This design comes from an exercise in tuning for small area, a short achievable clock period and few clock cycles per item on the open sky130 flow, not from production work.
No functional check of the RTL was part of any run shown here.
No activity file was given, so power comes from the tool's default toggle rates.

==> design.v <==
package instr_mem_pkg;
  typedef enum logic {
    CLEAR = 1'b0,
    RUN   = 1'b1
  } state_t;
  localparam int FAULT_W        = 2;
  localparam int FAULT_MISALIGN = 0;
  localparam int FAULT_RANGE    = 1;
endpackage
module instr_mem_array #(
  parameter int XLEN  = 32,
  parameter int DEPTH = 64,
  localparam int IDX_W = $clog2(DEPTH)
) (
  input  logic             i_clk,
  input  logic [DEPTH-1:0] i_we_row,
  input  logic [XLEN-1:0]  i_wdata,
  input  logic [DEPTH-1:0] i_rsel,
  output logic [XLEN-1:0]  o_rdata
);
  logic [XLEN-1:0] r_mem [DEPTH];
  always_ff @(posedge i_clk) begin
    for (int i = 0; i < DEPTH; i++) begin
      if (i_we_row[i]) begin
        r_mem[i] <= i_wdata;
      end
    end
  end
  always_comb begin
    o_rdata = '0;
    for (int i = 0; i < DEPTH; i++) begin
      o_rdata = o_rdata | (r_mem[i] & {XLEN{i_rsel[i]}});
    end
  end
endmodule
module instr_mem_ctrl #(
  parameter int XLEN   = 32,
  parameter int DEPTH  = 64,
  parameter int ADDR_W = 32,
  localparam int IDX_W = $clog2(DEPTH)
) (
  input  logic               i_clk,
  input  logic               i_rst,
  input  logic               i_clear,
  output logic               o_busy,
  input  logic               i_req_valid,
  output logic               o_req_ready,
  input  logic [ADDR_W-1:0]  i_req_addr,
  output logic               o_rsp_valid,
  input  logic               i_rsp_ready,
  output logic [XLEN-1:0]    o_rsp_instr,
  output logic [instr_mem_pkg::FAULT_W-1:0] o_rsp_fault,
  input  logic               i_wr_en,
  input  logic [ADDR_W-1:0]  i_wr_addr,
  input  logic [XLEN-1:0]    i_wr_data
);
  localparam logic [IDX_W-1:0] LAST_IDX = IDX_W'(DEPTH - 1);
  logic                 r_busy;       
  logic                 r_run;        
  logic                 r_idle;       
  logic [IDX_W-1:0]     r_clr_cnt;
  logic                 r_rsp_valid;
  logic [instr_mem_pkg::FAULT_W-1:0] r_rsp_fault;
  logic [XLEN-1:0]      r_rsp_instr;
  logic                 w_req_ready;
  logic                 w_req_fire;
  logic                 w_req_misalign;
  logic                 w_req_range;
  logic                 w_wr_range;
  logic                 w_clear_go;
  logic                 w_busy_next;
  logic                 w_valid_next;
  logic                 w_unused;
  logic [DEPTH-1:0]     w_we_row;
  logic [DEPTH-1:0]     w_rsel;
  logic [XLEN-1:0]      w_wdata;
  logic [XLEN-1:0]      w_rdata;
  assign w_req_misalign = |i_req_addr[1:0];
  assign w_req_range    = |i_req_addr[ADDR_W-1:IDX_W+2];
  assign w_wr_range     = |i_wr_addr[ADDR_W-1:IDX_W+2];
  assign w_unused       = ^i_wr_addr[1:0];
  assign w_clear_go  = r_run && i_clear;
  assign w_req_ready = r_idle || (r_run && i_rsp_ready);
  assign w_req_fire  = i_req_valid && w_req_ready;
  assign w_busy_next  = r_busy ? (r_clr_cnt != LAST_IDX) : i_clear;
  assign w_valid_next = !w_clear_go && (w_req_fire || (r_rsp_valid && !i_rsp_ready));
  always_ff @(posedge i_clk) begin
    if (i_rst) begin
      r_busy      <= 1'b1;
      r_run       <= 1'b0;
      r_idle      <= 1'b0;
      r_clr_cnt   <= '0;
      r_rsp_valid <= 1'b0;
    end else begin
      r_busy      <= w_busy_next;
      r_run       <= !w_busy_next;
      r_idle      <= !w_busy_next && !w_valid_next;
      r_rsp_valid <= w_valid_next;
      if (r_busy) begin
        r_clr_cnt <= r_clr_cnt + 1'b1;
      end
    end
  end
  always_ff @(posedge i_clk) begin
    if (w_req_fire) begin
      r_rsp_fault <= {w_req_range, w_req_misalign};
      r_rsp_instr <= w_rdata;
    end
  end
  always_comb begin
    for (int i = 0; i < DEPTH; i++) begin
      w_rsel[i]   = (i_req_addr[IDX_W+1:2] == IDX_W'(i)) && !w_req_misalign && !w_req_range;
      w_we_row[i] = !i_rst && (r_busy ? (r_clr_cnt == IDX_W'(i))
                                      : (i_wr_en && !w_wr_range && i_wr_addr[IDX_W+1:2] == IDX_W'(i)));
    end
  end
  assign w_wdata = r_busy ? '0 : i_wr_data;
  instr_mem_array #(
    .XLEN  (XLEN),
    .DEPTH (DEPTH)
  ) u_array (
    .i_clk    (i_clk),
    .i_we_row (w_we_row),
    .i_wdata  (w_wdata),
    .i_rsel   (w_rsel),
    .o_rdata  (w_rdata)
  );
  assign o_busy      = r_busy;
  assign o_req_ready = w_req_ready;
  assign o_rsp_valid = r_rsp_valid;
  assign o_rsp_fault = r_rsp_fault;
  assign o_rsp_instr = r_rsp_instr;
endmodule
==> run.sh <==
#!/bin/bash
# synth_recipe.tcl (not shown) runs the flow's synth.tcl, then flattens the netlist and writes it again
# the make line also repeats each setting of config.mk as NAME=value (left out here)
make -C /OpenROAD-flow-scripts/flow DESIGN_CONFIG=/design/flow/config.mk WORK_HOME=/design/flow/orfs CLKGATE_MAP_FILE= SYNTH_SCRIPT=/design/flow/synth_recipe.tcl finish
==> config.mk <==
export PLATFORM = sky130hd
export DESIGN_NAME = instr_mem_ctrl
export DESIGN_NICKNAME = instr_mem_ctrl
export VERILOG_FILES = /design/flow/design.v
export SDC_FILE = /design/flow/constraint.sdc
export NUM_CORES = 4
export LEC_CHECK = 0
export CAP_MARGIN = 20
export CORE_MARGIN = 2
export CORE_UTILIZATION = 60
export SETUP_SLACK_MARGIN = 2.0
export SLEW_MARGIN = 20
export TNS_END_PERCENT = 100
==> constraint.sdc <==
create_clock -name core_clock -period 4.0 [get_ports {i_clk}]
set_input_delay 0.8000 -clock core_clock [delete_from_list [all_inputs] [get_ports {i_clk}]]
set_output_delay 0.8000 -clock core_clock [all_outputs]
set_load 0.01 [all_outputs]
==> reports/qor.yml, run 1 <==
sta:
  min_period_over_period: 0.715
  finalHoldViolations: 0
  worst_slew_pin_slew_ns: 1.10
  holdWs_ns: 0.473
  clock_skew_ns: 0.0437
  fin_tns_setup_ns: 0
  fin_crit_ns: 2.86
  grt_setup_unrepaired: "true"
  setup_viol: 0
  fmax_ghz: 0.349
  finalMaxSlewViolations: 0
  maxSlewHeadroom: 0.268
yosys:
  synth_area_sq_um: 77500
  avgSynthCellArea_sq_um: 17.9
  synth_area_leaders: "edfxtp_1 81%, a22oi_1 6.2%, a22o_1 1.4%"
  synthXorXnorAreaFrac: 0.000452
  synth_nets: 4428
  yosysWarnings: 3
  synth_top_cell_area_share: 0.807
  async_flop_share: 0
  ys_seq_area_frac: 0.810
  synthSimpleGateAreaFrac: 0.0442
  synth_edf_count: 2082
  ys_types: 61
  yosysTopAreaCell: "edfxtp_1"
  synth-compound-area-share: 0.125
  synthMuxAreaShare: 0.00288
  synth_most_common_cell: "edfxtp_1"
  yosys-top-cells-count: "2082 x edfxtp_1, 640 x a22oi_1, 169 x clkbuf_1"
  ys_seq_elements: 2092
  yosys.area_share.adder: 0.000646
  synth_top_family_by_area: "compound AO/OA/AOI/OAI gates"
  syn_inst: 4322
  synth_ff_type: "edfxtp_1"
detailed_routing:
  drc: 0
  wl_per_cell_um: 45.7
  ant_nets: 0
  viasPerCell: 7.78
  drt_iter0_markers: 13000
  vias: 58300
  firstDrtPassIters: 10
  wl_mm: 342
cts:
  cts_made_buffers: 201
  cts_max_level: 4
  cts-root-buf: "clkbuf_16"
  clock_latency_ns: 0.87
  cts_sinks: 2092
  cts_tree: "done"
  clk_path_buf_depth: 3
  cts.clk_slew.worst_paths_ns: 0.07
  hold_buffers: 0
global_routing:
  met1_usage: 0.621
  grt_pass1_vias: 52800
  grt_use_total: 0.478
  grt_use_met3: 0.213
  antenna_found_initial: 11
  grt_pass1_wl_mm: 427
  overflow: 0
  grt_most_used_layer: "met2"
  grt_max_degree: 65
  use_met2: 0.669
setup_path:
  cp.required_ns: 4.55
  r2r_end: "u_array.r_mem[40][18]$_DFFE_PP_"
  worstPathArrival_ns: 3.41
  worstSetupStartpointType: "primary input"
  cp_max_fo: 17
  critPathLaunch: "i_req_addr[4]"
  regToRegStartpoint: "r_busy$_SDFF_PP1_"
  worstRegToRegCells: 15
  path_class: "primary input to flip-flop"
  r2r_slack_ns: 1.39
  end_kind: "flip-flop"
floorplan:
  die_x_um: 363
  rows: 131
  initial_utilization: 0.606
  die_h_um: 363
  core_sq_um: 128000
  io_pins: 139
  floorplan.die_area_sq_um: 132000
min_path:
  min_path_type: "primary input to flip-flop"
  hold_start: "i_req_addr[1]"
  holdPathStages: 2
  holdPathEnd: "r_rsp_fault[0]$_DFFE_PP_"
pwr:
  pwr-share-seq: 0.546
  intPower_mw: 34.3
  p_switching_mw: 9.35
  power_leakage_nw: 37.5
  power_frac_clock: 0.425
  p_comb_frac: 0.029
  swShare: 0.214
  power.density_nw_per_um2: 396
  ir_drop_uv: 507
  total_power_mw: 43.7
layout:
  fin_util: 0.863
  fill_cells: 5029
  syn_to_final_growth_pct: 42.5
  design_area_sq_um: 110000
  layout-drive-gt1-share: 0.381
  fin_nets: 5775
  multiInputGateArea_sq_um: 18100
  regArea_sq_um: 62700
job:
  maxCapViolCount: 0
placement:
  port_buffers: 136
  place_area_sq_um: 86200
  place_hpwl_mm: 140
  gp_congestion: 0.853
outcome:
  status: "complete, no violations"
[cell usage in the layout, fill, tap and decap left out, types with 45 or more instances in the layout]
master	Yosys	routed
a22oi_1	640	555
a21oi_4	0	59
clkbuf_1	169	54
a22oi_2	0	85
buf_4	22	384
a221oi_1	115	51
nor2_4	0	75
nor2_1	158	80
a221oi_2	0	45
buf_8	0	70
nand2_1	162	135
buf_6	10	267
buf_12	1	318
clkbuf_16	0	227
nand4_1	74	74
edfxtp_1	2082	2082
buf_16	0	218
a222oi_1	59	59
a22o_1	123	121
clkinv_1	0	51
a21oi_1	154	60
[power by group through the flow]
stage | Clock [mW] | Combinational [mW] | Sequential [mW]
after floorplan | 0 | 0.404 | 24.3
after global placement | 0 | 0.822 | 24.3
after detailed placement | 0 | 0.830 | 24.3
after CTS | 18.0 | 1.09 | 23.8
after global routing | 19.2 | 1.28 | 23.8
final | 18.6 | 1.27 | 23.8
[repair_timing]
action | in CTS | in global routing
gates resized for setup | 1174 | 401
pin swaps | 256 | 185
endpoints found under the setup margin | 2392 | 3057
cloned | 216 | 28
endpoints found under the hold margin | 0 | 0
buffers inserted | 485 | 113
[per-layer routing]
| metal | vias up | wire [um] |
|---|---|---|
| li1 | 21100 | - |
| met1 | 28600 | 105000 |
| met2 | 6997 | 141000 |
| met3 | 1605 | 65600 |
| met4 | 20 | 30600 |
| met5 | - | 379 |
[registers in the layout, summed over array words and instances, names as in the netlist]
signal         flops
r_idle             1
r_rsp_fault        2
r_rsp_instr       32
r_run              1
u_array.r_mem   2048
r_busy             1
r_rsp_valid        1
r_clr_cnt          6
[worst max path at each step]
| stage | slack, ns | depth (start not counted) | endpoint |
|---|---|---|---|
| after floorplan | 1.09 | 9 | r_rsp_instr[25]$_DFFE_PP_ |
| after global placement | -0.37 | 13 | r_rsp_instr[25]$_DFFE_PP_ |
| after detailed placement | -0.32 | 13 | r_rsp_instr[25]$_DFFE_PP_ |
| after CTS | 1.51 | 12 | r_rsp_instr[12]$_DFFE_PP_ |
| after global routing | 1.14 | 14 | r_rsp_instr[15]$_DFFE_PP_ |
| final | 1.14 | 14 | r_rsp_instr[15]$_DFFE_PP_ |
[cell type report]
cell class	count	area share
sequential	2092	0.568
timing repair buffer	1411	0.193
multi-input combinational	1955	0.164
clock buffer	259	0.0483
tap	1662	0.0188
clock inverter	97	0.00716
inverter	7	0.000272
antenna	7	0.000159
timing repair inverter	1	0.0000680
[critical path, cell delays in order]
cell     delay (ns)
buf_8          0.12
buf_12         0.14
buf_4          0.14
buf_4          0.17
nor2b_4        0.15
nand2_2        0.14
buf_4          0.15
nor4_4         0.05
buf_12         0.16
buf_12         0.17
a22oi_1        0.20
nand2_1        0.11
nor3_2         0.55
nand4_1        0.30
[logic make-up (layout without fill, tap and decap cells)]
| kind of cell | after synthesis | after routing |
|---|---|---|
| AO/OA/AOI/OAI | 1291 | 1291 |
| XOR/XNOR | 4 | 4 |
| adder cells (fa/ha/maj) | 4 | 4 |
| buffers and inverters | 291 | 1775 |
| flip-flops | 2092 | 2092 |
| multiplexers | 22 | 22 |
| other | 0 | 7 |
| AND/OR/NAND/NOR | 618 | 634 |
[through the flow]
stage	setup slack, ns	std cells
after global placement	-0.370	6286
after CTS	1.51	7343
after global routing	1.14	7484
after floorplan	1.09	4322
after detailed placement	-0.315	6286
final	1.14	7491
==> inputs of run 2 (changes only) <==
--- a/config.mk
+++ b/config.mk
@@ -9,5 +9,3 @@
 export CORE_MARGIN = 2
 export CORE_UTILIZATION = 60
-export SETUP_SLACK_MARGIN = 2.0
 export SLEW_MARGIN = 20
-export TNS_END_PERCENT = 100
==> reports/qor.yml, run 2 <==
yosys:
  yosysWarnings: 3  # unchanged
  synth_most_common_cell: "edfxtp_1"
  ys_seq_area_frac: 0.810  # unchanged
  ys_seq_elements: 2092  # unchanged
  synth_area_sq_um: 77500  # unchanged
  synthXorXnorAreaFrac: 0.000452  # unchanged
  synthSimpleGateAreaFrac: 0.0442  # unchanged
  synthMuxAreaShare: 0.00288  # unchanged
  synth_top_cell_area_share: 0.807  # unchanged
  synth-compound-area-share: 0.125  # unchanged
  syn_inst: 4322  # unchanged
  synth_ff_type: "edfxtp_1"
  yosys.area_share.adder: 0.000646  # unchanged
  async_flop_share: 0  # unchanged
  synth_edf_count: 2082  # unchanged
  yosysTopAreaCell: "edfxtp_1"
  avgSynthCellArea_sq_um: 17.9  # unchanged
  yosys-top-cells-count: "2082 x edfxtp_1, 640 x a22oi_1, 169 x clkbuf_1"
  synth_area_leaders: "edfxtp_1 81%, a22oi_1 6.2%, a22o_1 1.4%"
  synth_top_family_by_area: "compound AO/OA/AOI/OAI gates"
  synth_nets: 4428  # unchanged
  ys_types: 61  # unchanged
cts:
  cts_made_buffers: 201  # unchanged
  clock_latency_ns: 0.84  # -0.03 ns
  clk_path_buf_depth: 3  # unchanged
  cts-root-buf: "clkbuf_16"
  cts.clk_slew.worst_paths_ns: 0.06  # about the same
  cts_max_level: 4  # unchanged
  cts_tree: "done"
  postCtsSetupRepairBufs: 0  # -100%
  cts_resized: 0  # -100%
  hold_buffers: 0  # unchanged
  cts_sinks: 2092  # unchanged
global_routing:
  overflow: 0  # unchanged
  grt_max_degree: 65  # unchanged
  grt_use_total: 0.352  # -0.126
  antenna_found_initial: 3  # -8
  grt_pass1_vias: 44400  # -16%
  grt_pass1_wl_mm: 324  # -24%
pwr:
  power_frac_clock: 0.426  # about the same
  intPower_mw: 34.4  # +0.30%
  power_leakage_nw: 29.7  # -21%
  p_switching_mw: 8.48  # -9.3%
  total_power_mw: 42.9  # -1.7%
  pwr-share-seq: 0.555  # +0.009
  swShare: 0.198  # -0.0164
  power.density_nw_per_um2: 468  # +18%
  p_comb_frac: 0.019  # -0.010
  ir_drop_uv: 499  # -1.5%
sta:
  finalMaxSlewViolations: 0  # unchanged
  setup_viol: 0  # unchanged
  setup_slack_ns: 0.542  # -0.596 ns
  clock_skew_ns: 0.0375  # -0.00621 ns
  worst_slew_pin_slew_ns: 1.14  # +0.0393 ns
  fin_crit_ns: 3.46  # +0.596 ns
  grt_setup_unrepaired: "false"
  min_period_over_period: 0.864  # +0.149
  finalHoldViolations: 0  # unchanged
  fmax_ghz: 0.289  # -17%
  maxSlewHeadroom: 0.237  # -0.0319
floorplan:
  initial_utilization: 0.606  # unchanged
  rows: 131  # unchanged
  io_pins: 139  # unchanged
  die_h_um: 363  # unchanged
  floorplan.die_area_sq_um: 132000  # unchanged
  die_x_um: 363  # unchanged
  core_sq_um: 128000  # unchanged
layout:
  syn_to_final_growth_pct: 18.3
  layout-drive-gt1-share: 0.172  # -0.209
  regArea_sq_um: 62700  # about the same
  layout_commonest_cell: "edfxtp_1"
  fin_nets: 4911  # -15%
  largest_reg_flops: 2048  # unchanged
  multiInputGateArea_sq_um: 14400  # -21%
  reg.largest.list: "u_array.r_mem (2048), r_rsp_instr (32), r_clr_cnt (6)"
  fill_cells: 8037  # +60%
  largest-register: "u_array.r_mem"
  n_antenna_cell: 0  # -7
  final_cell_mix: "2082 x edfxtp_1, 640 x a22oi_1, 306 x buf_4"
placement:
  place_hpwl_mm: 142  # +1.8%
  gp_congestion: 0.896  # +5.1%
  port_buffers: 136  # unchanged
  dp_slack_ns: -0.396  # -0.0811 ns
job:
  maxCapViolCount: 0  # unchanged
detailed_routing:
  viasPerCell: 6.95  # -11%
  vias: 46100  # -21%
  wl_mm: 231  # -32%
  drc: 0  # unchanged
  ant_nets: 0  # unchanged
  firstDrtPassIters: 8  # -2
  wl_per_cell_um: 34.9  # -24%
  drt_iter0_markers: 7055  # -46%
setup_path:
  cp_max_fo: 25  # +8
  r2r_slack_ns: 1.13  # -0.26 ns
  worstPathArrival_ns: 4.02  # +0.61 ns
  worstSetupStartpointType: "primary input"
  end_kind: "flip-flop"
  path_class: "primary input to flip-flop"
  cp.required_ns: 4.57  # +0.02 ns
outcome:
  status: "complete, no violations"
min_path:
  min_path_type: "primary input to flip-flop"
[run 2: cell counts after synthesis]
Identical to the previous run, type by type.
[run 2: layout make-up]
class,count,share of cell area
Multi-Input combinational cell,1939,0.157
Clock inverter,120,0.0109
Tap cell,1662,0.0227
Timing Repair Buffer,564,0.0665
Clock buffer,252,0.0581
Inverter,7,0.000287
Sequential cell,2092,0.684
[run 2: critical path, cell delays in order]
cell and delay (ns):
clkdlybuf4s50_1 0.44, buf_12 0.17, and4b_2 0.38, buf_4 0.30
a22oi_1 0.21, nand2_1 0.09, a21oi_1 0.17, o22ai_1 0.18
a2111oi_0 0.88, buf_4 0.26, nand4_1 0.10
[run 2: cells by family after synthesis]
logic type,after synthesis
DFF,2092
buffers and inverters,291
muxes,22
and+or+nand+nor,618
xor gates and xnor gates,4
adders and majority gates,4
AOI/OAI and AO/OA,1291
[run 2: worst paths after layout]
check,end,startpoint,cells past startpoint
max,r_rsp_instr[15]$_DFFE_PP_,i_req_addr[4],11
min,r_rsp_valid$_SDFF_PP0_,i_rst,2
max reg2reg,u_array.r_mem[21][3]$_DFFE_PP_,r_busy$_SDFF_PP1_,5
min reg2reg,r_rsp_instr[0]$_DFFE_PP_,u_array.r_mem[60][0]$_DFFE_PP_,2
[run 2: power groups by stage]
stage / registers, mW / clock network [mW] / logic, mW
after floorplan: 24.3 / 0 / 0.362
after global placement: 24.3 / 0 / 0.791
after detailed placement: 24.3 / 0 / 0.795
after CTS: 23.8 / 18.4 / 0.799
after global routing: 23.8 / 19.2 / 0.848
final: 23.8 / 18.3 / 0.804
[run 2: per-layer routing]
| layer | vias to the layer above | global-route usage | wire length, um |
|---|---|---|---|
| met2 | 2918 | 0.544 | 107000 |
| met1 | 23700 | 0.502 | 88600 |
| met3 | 378 | 0.0647 | 25200 |
| met5 | - | 0 | 0 |
| li1 | 19200 | - | - |
| met4 | 0 | 0.145 | 10200 |
[run 2: stage by stage]
stage	area [sq um]	hold slack [ns]	cells	setup TNS, ns	utilization
final	91600	0.503	6636	0	0.717
after global routing	91600	0.540	6636	0	0.717
after CTS	91600	0.472	6635	0	0.717
after detailed placement	85300	0.547	6263	-0.735	0.667
after global placement	85300	0.533	6262	-0.734	0.667
after floorplan	77500	0.505	4322	0	-

==> afterwards: timing with drivers on the ports <==
The results above use ideal ports. As a check the final layouts listed here were re-extracted and re-timed, cells and wires unchanged.
Step 1: set_driving_cell puts a clkbuf_16 on i_clk and a buf_2 on each other input, an assumption about the parent block.
Step 2 times the ports against the registers' clock, not the clock port: input delays grow and output delays shrink by t, the midpoint of the rising clock arrivals with the driver on.
a / b / c = ideal / step 1 / step 2; a / b = the first two.
run	t (ns)	setup slack, ns	hold WS [ns]	worst setup path at the end	slew at the worst register clock pin (ns)
run 1	0.941	1.138 / 1.173 / 0.232	0.473 / 0.421 / 0.601	input to register	0.07 / 0.07
run 2	0.896	0.542 / 0.595 / -0.301	0.503 / 0.458 / 0.565	input to register	0.06 / 0.06
Met with ideal ports but missed after step 2: setup timing in run 2. The setup slack of run 1, which loses most, moves by +0.035 ns with the drivers and by -0.906 ns with both steps.
